Context: an optimization exercise on an open-source flow, tuned for small area, a short achievable clock period and few clock cycles per item. The choices shown serve that exercise and are no tape-out recipe.

==> xenon <==
## mdct_resonator_bank
module mdct_resonator_bank #(
    parameter int DW   = 32,
    parameter int CW   = 16,
    parameter int FRAC = 14,
    parameter int NCH  = 4,
    parameter int SAT  = 1,
    parameter int LW   = 16,
    localparam int CHW = (NCH > 1) ? $clog2(NCH) : 1
) (
    input  logic              clk_in,
    input  logic              rst_sys,
    input  logic              start,
    input  logic              abort,
    input  logic [LW-1:0]     frame_len,
    input  logic [NCH*CW-1:0] coef,
    input  logic [DW-1:0]     init_s1,
    input  logic [DW-1:0]     init_s2,
    input  logic              s_valid,
    output logic              s_ready,
    input  logic [DW-1:0]     s_data,
    output logic              m_valid,
    input  logic              m_ready,
    output logic [DW-1:0]     m_data,
    output logic [CHW-1:0]    m_chan,
    output logic              m_last,
    output logic              busy,
    output logic              done
);
==> flow/config.mk <==
export PLATFORM = sky130hd
export DESIGN_NAME = mdct_resonator_bank
export DESIGN_NICKNAME = mdct_resonator_bank
export VERILOG_FILES = /design/flow/design.v
export SDC_FILE = /design/flow/constraint.sdc
export NUM_CORES = 4
export LEC_CHECK = 0
export CAP_MARGIN = 20
export CORE_MARGIN = 2
export CORE_UTILIZATION = 70
export CTS_BUF_LIST = sky130_fd_sc_hd__clkbuf_4 sky130_fd_sc_hd__clkbuf_8
export SLEW_MARGIN = 20
==> flow/constraint.sdc <==
create_clock -name core_clock -period 13.0 [get_ports {clk_in}]
set_input_delay 2.6000 -clock core_clock [delete_from_list [all_inputs] [get_ports {clk_in}]]
set_output_delay 2.6000 -clock core_clock [all_outputs]
set_load 0.01 [all_outputs]
standard.sh (not shown) runs the stock make flow with config.mk's settings and CLKGATE_MAP_FILE= SYNTH_SCRIPT=/design/flow/synth_recipe.tcl, a recipe that flattens the netlist after the stock synthesis.
==> flow/flow/run.sh <==
#!/bin/bash
# Own layout flow: the standard flow (standard.sh) with two changes.
# 1. After the standard synthesis (unchanged), fapol.py removes the inverters
#    that adder extraction left between full-adder cells, by choosing which
#    full adders compute on complemented signals (a full adder is self-dual).
#    Registers and ports are untouched; the logic function is the same.
# 2. repair_timing is asked for a larger setup margin, so that the layout is
#    timed tighter than the 13 ns constraint demands, and the ports get plain
#    buffers. The SDC is not changed.
set -euo pipefail
source flow/params.sh
R=$PWD/orfs/results/sky130hd/mdct_resonator_bank/base
bash standard.sh synth > synth.log 2>&1
cp $R/1_2_yosys.v $R/1_2_yosys.std.v
python3 flow/fapol.py $R/1_2_yosys.std.v $R/1_2_yosys.fapol.v > fapol.log 2>&1
cp $R/1_2_yosys.fapol.v $R/1_2_yosys.v
rm -f $R/1_synth.odb $R/1_synth.sdc
bash standard.sh SETUP_SLACK_MARGIN=$MARGIN "BUFFER_PORTS_ARGS=-buffer_cell $PORTBUF" finish > standard.log 2>&1
==> flow/flow/params.sh <==
MARGIN=9.15
PORTBUF=sky130_fd_sc_hd__buf_1
Other scripts of this flow, unchanged in this note and not shown: flow/flow/fapol.py
==> inputs of ember, as changes to xenon <==
--- a/flow/design.v
+++ b/flow/design.v
@@ -75,22 +75,22 @@
         xen <= (state_nx == S_P0F) || (state_nx == S_P0) || (state_nx == S_WAIT);
     logic signed [31:0] x_reg;
     always_ff @(posedge clk_in) begin
         if (xen)
             x_reg <= s_data;
     end
-    logic [31:0] y0, y1, r1_0, r1_1, d1_0, d1_1;
+    logic [31:0] r1_0, r1_1, d1_0, d1_1;
     mrb_lane u_l0 (
         .clk(clk_in), .rst(rst_sys), .idle(idle_q), .adv(adv), .ld_y(ld_y), .ld_r1(ld_r1), .hold_r1(hold_r1), .nxt_b(nxt_b),
         .ca(coef[15:0]), .cb(coef[31:16]), .init_s1(init_s1), .init_s2(init_s2),
-        .x(x_reg), .y(y0), .r1(r1_0), .d1(d1_0)
+        .x(x_reg), .s1(r1_0), .d1(d1_0)
     );
     mrb_lane u_l1 (
         .clk(clk_in), .rst(rst_sys), .idle(idle_q), .adv(adv), .ld_y(ld_y), .ld_r1(ld_r1), .hold_r1(hold_r1), .nxt_b(nxt_b),
         .ca(coef[47:32]), .cb(coef[63:48]), .init_s1(init_s1), .init_s2(init_s2),
-        .x(x_reg), .y(y1), .r1(r1_1), .d1(d1_1)
+        .x(x_reg), .s1(r1_1), .d1(d1_1)
     );
     always_comb begin
         state_nx = state;
         rix_nx   = rix;
         case (state)
             S_IDLE:  if (start) state_nx = (frame_len == 16'd0) ? S_DRAIN : S_P0F;
@@ -99,15 +99,15 @@
             S_WAIT:  if (s_valid) state_nx = S_P1;
             S_P1:    state_nx = lastf ? S_FLUSH : S_P0;
             S_FLUSH: state_nx = S_DRAIN;
             S_DRAIN: if (m_ready && rix == 2'd3) state_nx = S_IDLE;
             default: state_nx = S_IDLE;
         endcase
-        if (st_idle || st_p1)
+        if (st_idle || st_p1 || st_flush)
             rix_nx = 2'd0;
-        else if (m_ready && (st_flush || st_drain))
+        else if (m_ready && st_drain)
             rix_nx = rix + 2'd1;
         if (abort)
             state_nx = S_IDLE;
     end
     always_ff @(posedge clk_in or posedge rst_sys) begin
         if (rst_sys) begin
@@ -116,13 +116,13 @@
             m_valid <= 1'b0;
             busy    <= 1'b0;
             done    <= 1'b0;
         end else begin
             state   <= state_nx;
             s_ready <= (state_nx == S_P0F) || (state_nx == S_P0) || (state_nx == S_WAIT);
-            m_valid <= (state_nx == S_FLUSH) || (state_nx == S_DRAIN);
+            m_valid <= (state_nx == S_DRAIN);
             busy    <= (state_nx != S_IDLE);
             done    <= st_drain && take_m && (rix == 2'd3);
         end
     end
     always_ff @(posedge clk_in) begin
         rix    <= rix_nx;
@@ -133,27 +133,34 @@
             zlen <= (frame_len == 16'd0);
         end else if (take_s) begin
             cnt   <= cnt - 16'd1;
             lastf <= (cnt == 16'd1);
         end
     end
-    always_ff @(posedge clk_in) begin
-        if (idle_q)
-            m_data <= init_s1;
-        else if (drain_q) begin
-            case (rix_nx)
-                2'd0:    m_data <= zlen ? r1_0 : d1_0;
-                2'd1:    m_data <= r1_0;
-                2'd2:    m_data <= zlen ? r1_1 : d1_1;
-                default: m_data <= r1_1;
-            endcase
-        end else if (flush_q && !m_ready)
-            m_data <= r1_0;
-        else
-            m_data <= y0;
+    logic [31:0] src0, src1, src2, src3, md_a, md_b;
+    assign src0 = zlen ? r1_0 : d1_0;
+    assign src1 = r1_0;
+    assign src2 = zlen ? r1_1 : d1_1;
+    assign src3 = r1_1;
+    always_comb begin
+        case (rix)
+            2'd0:    begin md_b = src0; md_a = src1; end
+            2'd1:    begin md_b = src1; md_a = src2; end
+            2'd2:    begin md_b = src2; md_a = src3; end
+            default: begin md_b = src3; md_a = src3; end
+        endcase
+        if (idle_q) begin
+            md_a = init_s1;
+            md_b = init_s1;
+        end else if (!drain_q) begin
+            md_a = r1_0;
+            md_b = r1_0;
+        end
     end
+    always_ff @(posedge clk_in)
+        m_data <= m_ready ? md_a : md_b;
 endmodule
 module mrb_lane (
     input  logic        clk,
     input  logic        rst,
     input  logic        idle,
     input  logic        adv,
@@ -163,94 +170,96 @@
     input  logic        nxt_b,
     input  logic [15:0] ca,
     input  logic [15:0] cb,
     input  logic [31:0] init_s1,
     input  logic [31:0] init_s2,
     input  logic [31:0] x,
-    output logic [31:0] y,
-    output logic [31:0] r1,
+    output logic [31:0] s1,
     output logic [31:0] d1
 );
     logic [31:0] nd2;    
+    logic [31:0] r1;
     logic [7:0]  one, two, neg;
-    logic [33:0] ps, pc, ps_q, pc_q;
+    logic [37:0] ps, pc, ps_q, pc_q;    
     logic        pcin, pcin_q, pneg_q;
     logic [15:0] cn;
     logic [16:0] cx;
     assign cn = nxt_b ? cb : ca;
     assign cx = {cn, 1'b0};
     always_ff @(posedge clk) begin
         for (int j = 0; j < 8; j++) begin
             one[j] <= cx[2*j+1] ^ cx[2*j];
             two[j] <= (cx[2*j+2] & ~cx[2*j+1] & ~cx[2*j]) | (~cx[2*j+2] & cx[2*j+1] & cx[2*j]);
             neg[j] <= cx[2*j+2];
         end
     end
-    mrb_csa u_csa (.s1(r1), .ns2(nd2), .one(one), .two(two), .neg(neg),
+    mrb_csa u_csa (.s1(s1), .ns2(nd2), .one(one), .two(two), .neg(neg),
                    .ps(ps), .pc(pc), .pcin(pcin));
     always_ff @(posedge clk) begin
         if (adv) begin
             ps_q   <= ps;
             pc_q   <= pc;
             pcin_q <= pcin;
             pneg_q <= neg[7];
         end
     end
-    logic [33:0] p, g, c, yf;
-    logic [33:0] gp [0:6];
-    logic [33:0] pp [0:6];
-    logic [33:0] xe, s3, c3;
+    logic [37:0] xe, s3, c3, p, g, c, sm;
+    logic [37:0] gp [0:6];
+    logic [37:0] pp [0:6];
     logic        c3x;
-    assign xe = {{2{x[31]}}, x};
-    for (genvar i = 0; i < 33; i++) begin : g_s2fa
+    logic [33:0] yf;
+    assign xe = {{2{x[31]}}, x, 4'd0};
+    assign s3[3:0] = ps_q[3:0];
+    assign c3[3:0] = pc_q[3:0];
+    assign c3[4]   = pneg_q;
+    for (genvar i = 4; i < 37; i++) begin : g_s2fa
         mrb_fa u_fa (.a(ps_q[i]), .b(pc_q[i]), .c(xe[i]), .s(s3[i]), .co(c3[i+1]));
     end
-    mrb_fa u_fa33 (.a(ps_q[33]), .b(pc_q[33]), .c(xe[33]), .s(s3[33]), .co(c3x));
-    assign c3[0] = pcin_q;
+    mrb_fa u_fa37 (.a(ps_q[37]), .b(pc_q[37]), .c(xe[37]), .s(s3[37]), .co(c3x));
     assign p = s3 ^ c3;
     assign g = s3 & c3;
-    assign gp[0] = {g[33:1], g[0] | (p[0] & pneg_q)};
+    assign gp[0] = {g[37:1], g[0] | (p[0] & pcin_q)};
     assign pp[0] = p;
     for (genvar k = 0; k < 6; k++) begin : g_ks
-        for (genvar i = 0; i < 34; i++) begin : g_b
+        for (genvar i = 0; i < 38; i++) begin : g_b
             if (i >= (1 << k)) begin : g_m
                 assign gp[k+1][i] = gp[k][i] | (pp[k][i] & gp[k][i - (1 << k)]);
                 assign pp[k+1][i] = pp[k][i] & pp[k][i - (1 << k)];
             end else begin : g_t
                 assign gp[k+1][i] = gp[k][i];
                 assign pp[k+1][i] = pp[k][i];
             end
         end
     end
-    assign c  = {gp[6][32:0], pneg_q};
-    assign yf = p ^ c;
+    assign c  = {gp[6][36:0], pcin_q};
+    assign sm = p ^ c;
+    assign yf = sm[37:4];
     logic [2:0] t0, t1;
     logic       ov0, ov1, ovf, sgn;
-    assign t0  = {p[33] ^ (g[32] | (p[32] & g[31])), p[32] ^ g[31], p[31]};
-    assign t1  = {p[33] ^ (g[32] | (p[32] & (g[31] | p[31]))), p[32] ^ (g[31] | p[31]), ~p[31]};
+    assign t0  = {p[37] ^ (g[36] | (p[36] & g[35])), p[36] ^ g[35], p[35]};
+    assign t1  = {p[37] ^ (g[36] | (p[36] & (g[35] | p[35]))), p[36] ^ (g[35] | p[35]), ~p[35]};
     assign ov0 = (t0 != 3'b000) && (t0 != 3'b111);
     assign ov1 = (t1 != 3'b000) && (t1 != 3'b111);
-    assign ovf = c[31] ? ov1 : ov0;
-    assign sgn = c[31] ? t1[2] : t0[2];
-    always_comb begin
-        if (!ovf)
-            y = yf[31:0];
-        else
-            y = sgn ? 32'h80000000 : 32'h7fffffff;
+    assign ovf = c[35] ? ov1 : ov0;
+    assign sgn = c[35] ? t1[2] : t0[2];
+    logic ovq, sgq;
+    always_ff @(posedge clk) begin
+        r1  <= ({32{idle}} & init_s1) | ({32{ld_r1}} & yf[31:0]) | ({32{hold_r1}} & r1);
+        ovq <= (ld_r1 & ovf) | (hold_r1 & ovq);
+        sgq <= (ld_r1 & sgn) | (hold_r1 & sgq);
     end
+    assign s1 = ovq ? {sgq, {31{~sgq}}} : r1;
     always_ff @(posedge clk) begin
         if (idle) begin
             d1 <= init_s2;
             nd2 <= ~init_s2;
         end else if (adv) begin
-            d1 <= r1;
+            d1 <= s1;
             nd2 <= ~d1;
         end
     end
-    always_ff @(posedge clk)
-        r1 <= ({32{idle}} & init_s1) | ({32{ld_r1}} & y) | ({32{hold_r1}} & r1);
 endmodule
 module mrb_fa (
     input  logic a,
     input  logic b,
     input  logic c,
     output logic s,
@@ -271,14 +280,14 @@
 module mrb_csa (
     input  logic [31:0] s1,
     input  logic [31:0] ns2,
     input  logic [7:0]  one,
     input  logic [7:0]  two,
     input  logic [7:0]  neg,
-    output logic [33:0] ps,
-    output logic [33:0] pc,
+    output logic [37:0] ps,
+    output logic [37:0] pc,
     output logic        pcin
 );
     logic nx2s;
     assign nx2s = ~ns2[31];
     logic pp0_0;
     logic pp0_1;
@@ -1038,14 +1047,14 @@
     logic fs483;
     logic fc484;
     logic fs485;
     logic fc486;
     logic fs487;
     logic fc488;
-    logic [13:0] la, lb;
-    logic [13:0] lsum;
+    logic [9:0] la, lb;
+    logic [9:0] lsum;
     assign pp0_0 = ((one[0] & s1[0])) ^ neg[0];
     assign pp0_1 = ((one[0] & s1[1]) | (two[0] & s1[0])) ^ neg[0];
     assign pp0_2 = ((one[0] & s1[2]) | (two[0] & s1[1])) ^ neg[0];
     assign pp0_3 = ((one[0] & s1[3]) | (two[0] & s1[2])) ^ neg[0];
     assign pp0_4 = ((one[0] & s1[4]) | (two[0] & s1[3])) ^ neg[0];
     assign pp0_5 = ((one[0] & s1[5]) | (two[0] & s1[4])) ^ neg[0];
@@ -1564,12 +1573,12 @@
     mrb_fa u_fs477 (.a(fs389), .b(fc300), .c(fc388), .s(fs477), .co(fc478));
     mrb_fa u_fs479 (.a(fs305), .b(fc390), .c(fs391), .s(fs479), .co(fc480));
     mrb_fa u_fs481 (.a(fs309), .b(fc392), .c(fs393), .s(fs481), .co(fc482));
     mrb_fa u_fs483 (.a(fs395), .b(fc310), .c(fc394), .s(fs483), .co(fc484));
     mrb_fa u_fs485 (.a(pp7_31), .b(fc396), .c(fs397), .s(fs485), .co(fc486));
     mrb_fa u_fs487 (.a(hc314), .b(pp7_32), .c(fc398), .s(fs487), .co(fc488));
-    assign la = {fc420, fc418, fc416, fc414, fc412, fc410, fc408, fc406, fc404, hc402, hc400, hs399, pp0_1, neg[0]};
-    assign lb = {fs421, fs419, fs417, fs415, fs413, fs411, fs409, fs407, fs405, fs403, hs401, pp1_0, 1'b0, pp0_0};
+    assign la = {fc412, fc410, fc408, fc406, fc404, hc402, hc400, hs399, pp0_1, neg[0]};
+    assign lb = {fs413, fs411, fs409, fs407, fs405, fs403, hs401, pp1_0, 1'b0, pp0_0};
     assign {pcin, lsum} = {1'b0, la} + {1'b0, lb};
-    assign ps = {fc488, fc486, fc484, fc482, fc480, fc478, fc476, fc474, fc472, fc470, fc468, fc466, fc464, fc462, fc460, fc458, fc456, fc454, fc452, fc450, fc448, fc446, fc444, fc442, fc440, fc438, fc436, fc434, fc432, fc430, fc428, fc426, fc424, fc422};
-    assign pc = {pps7, fs487, fs485, fs483, fs481, fs479, fs477, fs475, fs473, fs471, fs469, fs467, fs465, fs463, fs461, fs459, fs457, fs455, fs453, fs451, fs449, fs447, fs445, fs443, fs441, fs439, fs437, fs435, fs433, fs431, fs429, fs427, fs425, fs423};
+    assign ps = {fc488, fc486, fc484, fc482, fc480, fc478, fc476, fc474, fc472, fc470, fc468, fc466, fc464, fc462, fc460, fc458, fc456, fc454, fc452, fc450, fc448, fc446, fc444, fc442, fc440, fc438, fc436, fc434, fc432, fc430, fc428, fc426, fc424, fc422, fc420, fc418, fc416, fc414};
+    assign pc = {pps7, fs487, fs485, fs483, fs481, fs479, fs477, fs475, fs473, fs471, fs469, fs467, fs465, fs463, fs461, fs459, fs457, fs455, fs453, fs451, fs449, fs447, fs445, fs443, fs441, fs439, fs437, fs435, fs433, fs431, fs429, fs427, fs425, fs423, fs421, fs419, fs417, fs415};
 endmodule
==> flow/flow/params.sh (replaced) <==
MARGIN=9.25
PORTBUF=sky130_fd_sc_hd__buf_1
Settings changed: CORE_UTILIZATION 70 to 65, CTS_BUF_LIST sky130_fd_sc_hd__clkbuf_4 sky130_fd_sc_hd__clkbuf_8 to sky130_fd_sc_hd__clkbuf_8 sky130_fd_sc_hd__clkbuf_16, CTS_CLUSTER_DIAMETER set to 80, CTS_CLUSTER_SIZE set to 20.
==> comparison <==
Between xenon and ember, the lower area after synthesis is in xenon (gap about 2.8%, measured against ember). Against ember, the hold slack of xenon is higher by 0.049 ns. Between ember and xenon, the lower design area is in xenon (gap 8.1%, measured against xenon). Against ember, the global-route usage of xenon is higher by 1.5 points. Between ember and xenon, the lower via count is in xenon (gap 6.1%, measured against xenon). In xenon the clock-buffer cell count is higher than in ember, by 91. Non-clock buffer count: ember is higher than xenon (144). Of ember and xenon, ember has the higher sequential cell count (gap 18). xenon completed with no timing, DRC or antenna violations. ember completed with no timing, DRC or antenna violations. Between xenon and ember, the lower final cell count is in xenon (gap 4.5%, measured against ember). Against xenon, the routed wire length of ember is larger by 11%.
==> figures <==
Worst-case setup margin in the final layout: ember 8.93 ns; xenon 8.92 ns
Highest net fanout along the worst path: ember 4; xenon 5
Number of buffers created by CTS: ember 38; xenon 81
Outcome: ember finished clean; xenon finished clean
Utilization of the core after routing: ember 77.8%; xenon 79.1%
Insertion delay of the later-clocked pin in the worst-skew pair: ember 0.60 ns; xenon 0.69 ns
Final weighted congestion in routability-driven placement: ember 0.962; xenon 1.00
Met2 WL post-DR: ember 69,900 um; xenon 63,000 um
Synthesized instance count: ember 4,000; xenon 3,977
First element of the critical path: ember x_reg[13]$_DFFE_PP_; xenon x_reg[0]$_DFFE_PP_
Buffer count from post-CTS setup fixing: ember 144; xenon 44
Repair and plain buffers: ember 537; xenon 393
Site Rows: ember 95; xenon 91
Nets: ember 5,075; xenon 4,888
Tap cell count: ember 873; xenon 790
Cell area after synthesis: ember 44,500 um^2; xenon 43,200 um^2
Multi-input combinational gate total: ember 3,034; xenon 2,909
Area of the multi-input gates: ember 31,900 um^2; xenon 29,300 um^2
Critical path endpoint: ember u_l1.sgq$_DFF_P_; xenon m_data[8]$_DFF_P_
Most common library cell in the layout ignoring fill and taps: ember xnor2_1; xenon a22oi_1
Cells resized by post-CTS repair: ember 231; xenon 142
No functional check of the RTL was part of any run of this note.

-- re-timing with driven ports --
No port has a modelled driver above. Below, the same layouts with a new extraction and two added sets of constraints.
Step 1: set_driving_cell puts a clkbuf_16 on clk_in and a buf_2 on each other input, an assumption about the parent block.
Step 2 adds t to the input delays and takes it off the output delays; t is the mean of the earliest and latest rising clock arrival at the registers after step 1. Input paths then give back, and output paths get back, about the clock's delay inside the block.
a / b / c = no drivers / after step 1 / after step 2; a / b = the first two.
| run | t, ns | setup slack, ns | worst hold slack (ns) | worst setup path at the end | worst register clock-pin slew, ns |
|---|---|---|---|---|---|
| xenon | 0.736 | 8.917 / 8.917 / 8.251 | 0.537 / 0.537 / 0.537 | input to register | 0.08 / 0.08 |
| ember | 0.657 | 8.933 / 8.933 / 8.459 | 0.488 / 0.488 / 0.488 | input to register | 0.10 / 0.10 |
After both steps setup and hold are still met in every run listed. The setup slack of xenon, which loses most, moves by 0.000 ns with the drivers and by -0.666 ns with both steps.
